From an optimization exercise on the open Yosys and OpenROAD flow, aimed at small area, a short achievable clock period and few clock cycles per item; shortcuts taken in it are not production practice. Only simulation tests tie the RTL to the original design; equivalence was not proved. Power is estimated from default activity; no workload was simulated.

==> flow/design.v <==
package ppts_pkg;
	localparam int MAX_TASKS_DEF = 16;
	localparam int TIME_BITS_DEF = 22;
	localparam int ARRIVAL_W = 16;
	localparam int BURST_W   = 16;
	localparam int PRIO_W    = 8;
	localparam int FIELD_W   = 22;
	localparam int TASK_NR_W = 5;
	localparam int STATUS_W  = 2;
	localparam int IN_DATA_W  = 40;
	localparam int OUT_DATA_W = 120;
	localparam logic [STATUS_W-1:0] STAT_OK         = 2'd0;
	localparam logic [STATUS_W-1:0] STAT_FULL       = 2'd1;
	localparam logic [STATUS_W-1:0] STAT_ZERO_BURST = 2'd2;
endpackage
module preemptive_priority_task_scheduler_unit #(
	parameter int MAX_TASKS = ppts_pkg::MAX_TASKS_DEF,
	parameter int TIME_BITS = ppts_pkg::TIME_BITS_DEF
) (
	input  logic                              clk,
	input  logic                              arst_n,
	input  logic                              s_tvalid,
	output logic                              s_tready,
	input  logic [ppts_pkg::IN_DATA_W-1:0]    s_tdata,
	input  logic                              s_tuser,
	output logic                              m_tvalid,
	input  logic                              m_tready,
	output logic [ppts_pkg::OUT_DATA_W-1:0]   m_tdata
);
	localparam int N   = MAX_TASKS;
	localparam int TW  = TIME_BITS;
	localparam int AW  = ppts_pkg::ARRIVAL_W;
	localparam int BW  = ppts_pkg::BURST_W;
	localparam int PW  = ppts_pkg::PRIO_W;
	localparam int CW  = $clog2(N + 1);
	localparam int IW  = (N > 1) ? $clog2(N) : 1;
	logic [TW-1:0]          t_q;
	logic [CW-1:0]          loaded_q;
	logic [N-1:0]           live_q;
	logic [N-1:0]           arrived_q;
	logic [N-1:0]           started_q;
	logic [N-1:0][AW-1:0]   arr_q;
	logic [N-1:0][AW:0]     due_q;      
	logic [N-1:0][BW-1:0]   rem_q;
	logic [N-1:0][PW-1:0]   prio_q;
	logic [N-1:0][TW-1:0]   st_q;       
	logic [N-1:0][N-1:0]    beat_q;
	logic                   p1v_q;
	logic [N-1:0]           p1win_q;
	logic                   p1fin_q;
	logic [1:0]             p1stat_q;
	logic                   p1done_q;
	logic [TW-1:0]          p1t_q;
	logic                   p2v_q;
	logic [ppts_pkg::OUT_DATA_W-1:0] p2_q;
	logic adv, go, go_tick, go_load;
	assign adv      = !p2v_q || m_tready;
	assign s_tready = adv;
	assign go       = s_tvalid && adv;
	assign go_tick  = go && s_tuser;
	assign go_load  = go && !s_tuser;
	logic [AW-1:0] in_arr;
	logic [BW-1:0] in_bur;
	logic [PW-1:0] in_pri;
	assign in_arr = s_tdata[15:0];
	assign in_bur = s_tdata[31:16];
	assign in_pri = s_tdata[39:32];
	logic full, zb, load_ok;
	assign full    = (loaded_q == CW'(N));
	assign zb      = (in_bur == '0);
	assign load_ok = !full && !zb;
	logic [TW-1:0] t_nxt;
	assign t_nxt = (&t_q) ? t_q : (t_q + 1'b1);
	logic [N-1:0] elig;
	logic [N-1:0] win;
	logic [N-1:0] last;
	logic [N-1:0] fin_v;
	logic [N-1:0] ld;
	logic [N-1:0] ge;
	assign elig = live_q & arrived_q;
	genvar gi, gj;
	generate
		for (gi = 0; gi < N; gi++) begin : g_pick
			logic [N-1:0] blk;
			for (gj = 0; gj < N; gj++) begin : g_blk
				if (gj < gi) begin : g_lo
					assign blk[gj] = elig[gj] & beat_q[gi][gj];
				end else if (gj > gi) begin : g_hi
					assign blk[gj] = elig[gj] & ~beat_q[gj][gi];
				end else begin : g_eq
					assign blk[gj] = 1'b0;
				end
			end
			assign win[gi]  = elig[gi] & ~(|blk);
			assign last[gi] = (rem_q[gi] == BW'(1));
			assign ld[gi]   = go_load && load_ok && (loaded_q[IW-1:0] == IW'(gi));
			assign ge[gi]   = (prio_q[gi] >= in_pri);
		end
	endgenerate
	assign fin_v = win & last;
	generate
		for (gi = 0; gi < N; gi++) begin : g_ent
			always_ff @(posedge clk) begin
				if (ld[gi]) begin
					arr_q[gi]     <= in_arr;
					due_q[gi]     <= {1'b0, in_arr} + {1'b0, in_bur};
					prio_q[gi]    <= in_pri;
					beat_q[gi]    <= ge;
				end
				if (ld[gi]) begin
					rem_q[gi]     <= in_bur;
					started_q[gi] <= 1'b0;
					arrived_q[gi] <= ({{(TW-AW){1'b0}}, in_arr} <= t_q);
				end else if (go_tick) begin
					if (win[gi]) begin
						rem_q[gi]     <= rem_q[gi] - 1'b1;
						started_q[gi] <= 1'b1;
					end
					if ({{(TW-AW){1'b0}}, arr_q[gi]} == t_nxt) begin
						arrived_q[gi] <= 1'b1;
					end
				end
				if (go_tick && win[gi] && !started_q[gi]) begin
					st_q[gi] <= t_q;
				end
			end
			always_ff @(posedge clk or negedge arst_n) begin
				if (!arst_n) begin
					live_q[gi] <= 1'b0;
				end else if (ld[gi]) begin
					live_q[gi] <= 1'b1;
				end else if (go_tick && fin_v[gi]) begin
					live_q[gi] <= 1'b0;
				end
			end
		end
	endgenerate
	logic [N-1:0] live_after;
	assign live_after = s_tuser ? (live_q & ~fin_v)
	                            : (live_q | (load_ok ? (N'(1) << loaded_q[IW-1:0]) : '0));
	always_ff @(posedge clk or negedge arst_n) begin
		if (!arst_n) begin
			t_q      <= '0;
			loaded_q <= '0;
			p1v_q    <= 1'b0;
			p2v_q    <= 1'b0;
		end else begin
			if (go_tick) begin
				t_q <= t_nxt;
			end
			if (go_load && load_ok) begin
				loaded_q <= loaded_q + 1'b1;
			end
			if (adv) begin
				p1v_q <= s_tvalid;
				p2v_q <= p1v_q;
			end
		end
	end
	always_ff @(posedge clk) begin
		if (go) begin
			p1win_q  <= s_tuser ? win : '0;
			p1fin_q  <= s_tuser && (|fin_v);
			p1stat_q <= s_tuser ? ppts_pkg::STAT_OK
			          : full    ? ppts_pkg::STAT_FULL
			          : zb      ? ppts_pkg::STAT_ZERO_BURST
			          :           ppts_pkg::STAT_OK;
			p1done_q <= ~(|live_after);
			p1t_q    <= t_q;
		end
	end
	logic [AW-1:0]  w_arr;
	logic [AW:0]    w_due;
	logic [TW-1:0]  w_st;
	logic [4:0]     w_run;
	always_comb begin
		w_arr = '0;
		w_due = '0;
		w_st  = '0;
		w_run = '0;
		for (int i = 0; i < N; i++) begin
			w_arr = w_arr | (arr_q[i] & {AW{p1win_q[i]}});
			w_due = w_due | (due_q[i] & {(AW+1){p1win_q[i]}});
			w_st  = w_st  | (st_q[i]  & {TW{p1win_q[i]}});
			w_run = w_run | (5'(i + 1) & {5{p1win_q[i]}});
		end
	end
	logic [TW-1:0] comp;
	logic [TW-1:0] tat;
	logic [TW:0]   wtd;
	logic [TW-1:0] wt;
	logic [TW-1:0] resp;
	assign comp = (&p1t_q) ? p1t_q : (p1t_q + 1'b1);
	assign tat  = comp - {{(TW-AW){1'b0}}, w_arr};
	assign wtd  = {1'b0, comp} - {{(TW-AW){1'b0}}, w_due};
	assign wt   = wtd[TW] ? '0 : wtd[TW-1:0];
	assign resp = w_st - {{(TW-AW){1'b0}}, w_arr};
	always_ff @(posedge clk) begin
		if (adv && p1v_q) begin
			p2_q <= {1'b0, p1done_q,
			         p1fin_q ? resp : TW'(0),
			         p1fin_q ? wt   : TW'(0),
			         p1fin_q ? tat  : TW'(0),
			         p1fin_q ? comp : TW'(0),
			         p1fin_q,
			         p1t_q,
			         w_run,
			         p1stat_q};
		end
	end
	assign m_tvalid = p2v_q;
	assign m_tdata  = p2_q;
endmodule
==> flow/run.sh <==
#!/bin/bash
# synth_recipe.tcl (not shown) runs the flow's synth.tcl, then flattens the netlist and writes it again
# the make line also repeats each setting of config.mk as NAME=value (left out here)
make -C /OpenROAD-flow-scripts/flow DESIGN_CONFIG=/design/flow/config.mk WORK_HOME=/design/flow/orfs CLKGATE_MAP_FILE= SYNTH_SCRIPT=/design/flow/synth_recipe.tcl finish
==> flow/config.mk <==
export PLATFORM = sky130hd
export DESIGN_NAME = preemptive_priority_task_scheduler_unit
export DESIGN_NICKNAME = preemptive_priority_task_scheduler_unit
export VERILOG_FILES = /design/flow/design.v
export SDC_FILE = /design/flow/constraint.sdc
export NUM_CORES = 4
export LEC_CHECK = 0
export CAP_MARGIN = 20
export CORE_MARGIN = 2
export CORE_UTILIZATION = 40
export SLEW_MARGIN = 20
==> flow/constraint.sdc <==
create_clock -name core_clock -period 6.0 [get_ports {clk}]
set_input_delay 1.2000 -clock core_clock [delete_from_list [all_inputs] [get_ports {clk}]]
set_output_delay 1.2000 -clock core_clock [all_outputs]
set_load 0.01 [all_outputs]
==> summary.txt <==
- Status: no timing/DRC/antenna violations
- Latest clock arrival within the worst-skew pair: 0.83 ns
- Number of port buffers: 165
- Drt first pass iters: 6
- Wire per inst: 28.22 um
- Number of global-route vias before repair: 47790
- Vias per cell: 5.961
- Critical path type: reg2reg
- Standard-cell rows: 157
- Post-Syn Instances: 5547
- CP Capture Type: register
- Met3 Resource Use GR: 4.187%
- Distinct cell type count after synthesis: 93
- Min-Delay Startpoint: started_q[15]
- Clock skew: 0.05530 ns
- Crit Path Max Fanout: 18
- Capture point of the worst reg-to-reg path: m_tdata[76]
- Root buffer cell: clkbuf_16
- Placed Area: 0.07890 mm2
- Launch point of the worst reg-to-reg path: p1t_q[0]
- Worst Hold Class: reg2reg
- Synth Cell Area: 0.07340 mm2
- Worst reg2reg setup slack: 0.52 ns
- PostCTS Resize Cnt: 0
- Peak supply drop: 0.0002211 V
- Mapped Avg Cell Area: 13.23 um2
- Post-CTS Setup Repair Bufs: 0
- Initial Utilization: 40.18%
- Max cap viols: 0
- Part of the power in the clock network: 37.8%
- Worst hold slack: 0.4568 ns
- Post-route cell area: 0.08463 mm2
- Number of synthesized register bits: 1614
- Die area: 0.1869 mm2
- Core area: 0.1827 mm2
- Min-Delay Endpoint: started_q[15]
- Critical path startpoint category: register
- Die Span Y: 432.4 um
- Yosys top cell area share: 63.53%
- Hold_buf cts: 0
- Post-synth EDFFs: 1553
- WHS Path Cells: 2
- Final worst slack: 0.5207 ns
- CTS tree: built
- Post-route ant nets: 0
- Final min period: 5.479 ns
- Slew margin rel.: 16.87%
- Nets: 6102
- Slew @ Worst Pin: 1.242 ns
- Endpoints failing setup: 0
- Syn Nets: 5828
- Critical Path RT: 6.51 ns
- Met2 Use GR: 39.43%
- Worst R2R Path Depth: 20
- Grt met1 use: 34.40%
- CTS Buf Count: 170
- Final slew viol count: 0
- P_int: 0.02053 W
- Die Wd: 432.4 um
- Leak pwr: 28.31 nW
- Largest net degree at the start of global routing: 96
- Pwr dens: 333.6 mW/mm2
- Final period utilization: 91.32%
- Critical path arrival: 5.99 ns
- Fmax: 182.5 MHz
- H-Tree Level Count: 4
- Switching Fraction: 27.27%
- Yosys synthesis warning count: 1
- CTS clk-pin slew, worst paths: 0.06 ns
- Commonest cells post-synth: edfxtp_1, nor2_1, a21oi_1, xnor2_1, nand2_1
- Combinational cell fraction of total power: 14.0%
- Final Hold Vio Count: 0
- Seq/Total Area, Yosys: 65.51%
- Inst Count DP: 8033
- Ys flop type: edfxtp_1
- Global-route wire length before repair: 337100 um
- Pre-CTS WS: 0.4029 ns
- RSZ-0062 raised after global routing: no
- Area leader, netlist: edfxtp_1
- Synth area leaders: edfxtp_1, xnor2_1, ha_1
- # IOs: 167
- Reg power frac: 48.2%
- Routed vias: 49800
- Post-Route WL: 235700 um
- NetSw: 0.007698 W
- Layout cell share with drive strength beyond 1: 8.955%
- HPWL after DPL: 149900 um
- Finished Layout Cells: 8354
- Overflow after GRT: 0
- Setup tns final: 0 ns
- Drt drc: 0
- Synth async-reset ratio: 2.788%
- Most frequent cell after synthesis: edfxtp_1
- Area Growth Syn to Fin: 15.30%
- Initial antenna violation count: 15
- Bufs on Longest Clock Path: 3
- CTS Sinks: 1614
- GR Util All Layers: 24.80%
- Final GP Congestion: 0.9340
- GR peak layer: met2
- DR iter-0 viols: 6237
==> stage by stage <==
step	power (W)	utilization, %
2_1_floorplan	0.01603	-
3_3_place_gp	0.01766	43.16
3_5_place_dp	0.01770	43.19
4_1_cts	0.02830	46.30
5_1_grt	0.02908	46.32
6_report	0.02823	46.32
==> power groups by stage <==
stage | clock network, W | logic (W) | registers, W
3_5_place_dp | 0 | 0.00389 | 0.0138
4_1_cts | 0.0108 | 0.00391 | 0.0136
2_1_floorplan | 0 | 0.00230 | 0.0137
6_report | 0.0107 | 0.00396 | 0.0136
3_3_place_gp | 0 | 0.00386 | 0.0138
5_1_grt | 0.0112 | 0.00425 | 0.0136
==> per-layer routing <==
metal	part of all wire, %	vias up
met5	0.014	-
met4	3.5	6
met3	9.3	423
met2	46	2663
met1	41	24910
li1	-	21790
==> worst max path at each step <==
| stage | from | end | slack (ns) | cells after the start |
|---|---|---|---|---|
| final | p1t_q[0] | m_tdata[76] | 0.52 | 20 |
| after global routing | p1t_q[0] | m_tdata[76] | 0.14 | 20 |
| after CTS | p1t_q[0] | m_tdata[76] | 0.54 | 20 |
| after detailed placement | s_tdata[0] | due_q[235] | 0.40 | 15 |
| after global placement | s_tdata[18] | due_q[115] | 0.50 | 11 |
| after floorplan | m_tready | arr_q[224] | 0.86 | 7 |
==> logic make-up (layout without fill, tap and decap cells) <==
group | Yosys count | after routing | synth area share [%]
AO/OA/AOI/OAI | 1179 | 1179 | 10.95
XOR/XNOR | 557 | 557 | 6.815
adder cells (fa/ha/maj) | 241 | 241 | 4.134
buffers and inverters | 413 | 829 | 2.242
flip-flops | 1614 | 1614 | 65.51
multiplexers | 9 | 9 | 0.1261
other | 1 | 7 | 0.005109
AND/OR/NAND/NOR | 1533 | 1533 | 10.22
==> worst max-delay path: stages (launching register included) <==
cell and delay (ns):
edfxtp_1 0.45, ha_1 0.30, and4_1 0.27, and4_1 0.26
nand2_1 0.22, xnor2_1 0.37, ha_1 0.23, inv_1 0.06
fa_1 0.45, a21o_1 0.19, a21oi_1 0.23, o21ai_0 0.16
a2111oi_0 0.56, o31ai_1 0.24, o211ai_1 0.28, a21oi_1 0.14
nor3_1 0.14, buf_4 0.16, nand2_1 0.08, nand2_2 0.28
nor2_1 0.12
==> cell type report <==
type,count,area [um2]
fill,16110,98060
multi-input combinational,3520,23860
clock inverter,88,1039
tap,2385,2984
antenna,6,15.01
inverter,155,589.3
sequential,1614,48080
clock buffer,226,4637
timing repair buffer,360,3418
==> flip-flops by register name, summed over array words and instances (netlist names) <==
name,flops
st_q,352
p1fin_q,1
rem_q,256
arrived_q,16
p2v_q,1
p1win_q,16
p1stat_q,2
loaded_q,5
t_q,22
live_q,16
prio_q,120
arr_q,256
started_q,16
beat_q,120
m_tdata,119
p1t_q,22
p1done_q,1
due_q,272
p1v_q,1
==> placed cells by master (no fill, tap or decap), types with 45 or more instances in the layout <==
| cell | n |
|---|---|
| o21ai_0 | 123 |
| and2_1 | 48 |
| a221oi_1 | 129 |
| nand2_1 | 255 |
| clkdlybuf4s50_1 | 164 |
| a21oi_1 | 352 |
| nand4_1 | 135 |
| ha_1 | 232 |
| nand2b_1 | 58 |
| edfxtp_1 | 1553 |
| nor2b_1 | 49 |
| a22o_1 | 116 |
| dfrtp_1 | 45 |
| inv_1 | 138 |
| a22oi_1 | 235 |
| nand3_1 | 129 |
| nor2_1 | 497 |
| xor2_1 | 207 |
| buf_4 | 171 |
| nor3_1 | 127 |
| xnor2_1 | 336 |
| clkbuf_16 | 172 |
| nor4_1 | 92 |
Testbench counts, summed over its fixed seeds: cycles 5,616, items 5,600.

[static timing again, ports no longer ideal]
Ports are ideal in the flow. The routed layout listed here was re-timed in OpenROAD.
Step 1 sets driving cells, clkbuf_16 on the clock port and buf_2 on the other inputs (assumed; they add their load-dependent delay and slew).
Step 2 times the ports against the registers' clock, not the clock port: input delays grow and output delays shrink by t, the midpoint of the rising clock arrivals with the driver on.
Slacks: ideal ports / drivers / drivers and shift; pairs: ideal ports / drivers.
t, ns: 0.889
slack for setup (ns): 0.521 / 0.521 / 0.196
latest minus earliest clock arrival (ns): 0.059 / 0.058
worst data-port slew with drivers (ns): 0.22
pins driven straight from the clock port: 1
After both steps setup and hold are still met in this run. For this run, drivers alone change the setup slack by 0.000 ns; drivers and shift together by -0.325 ns.
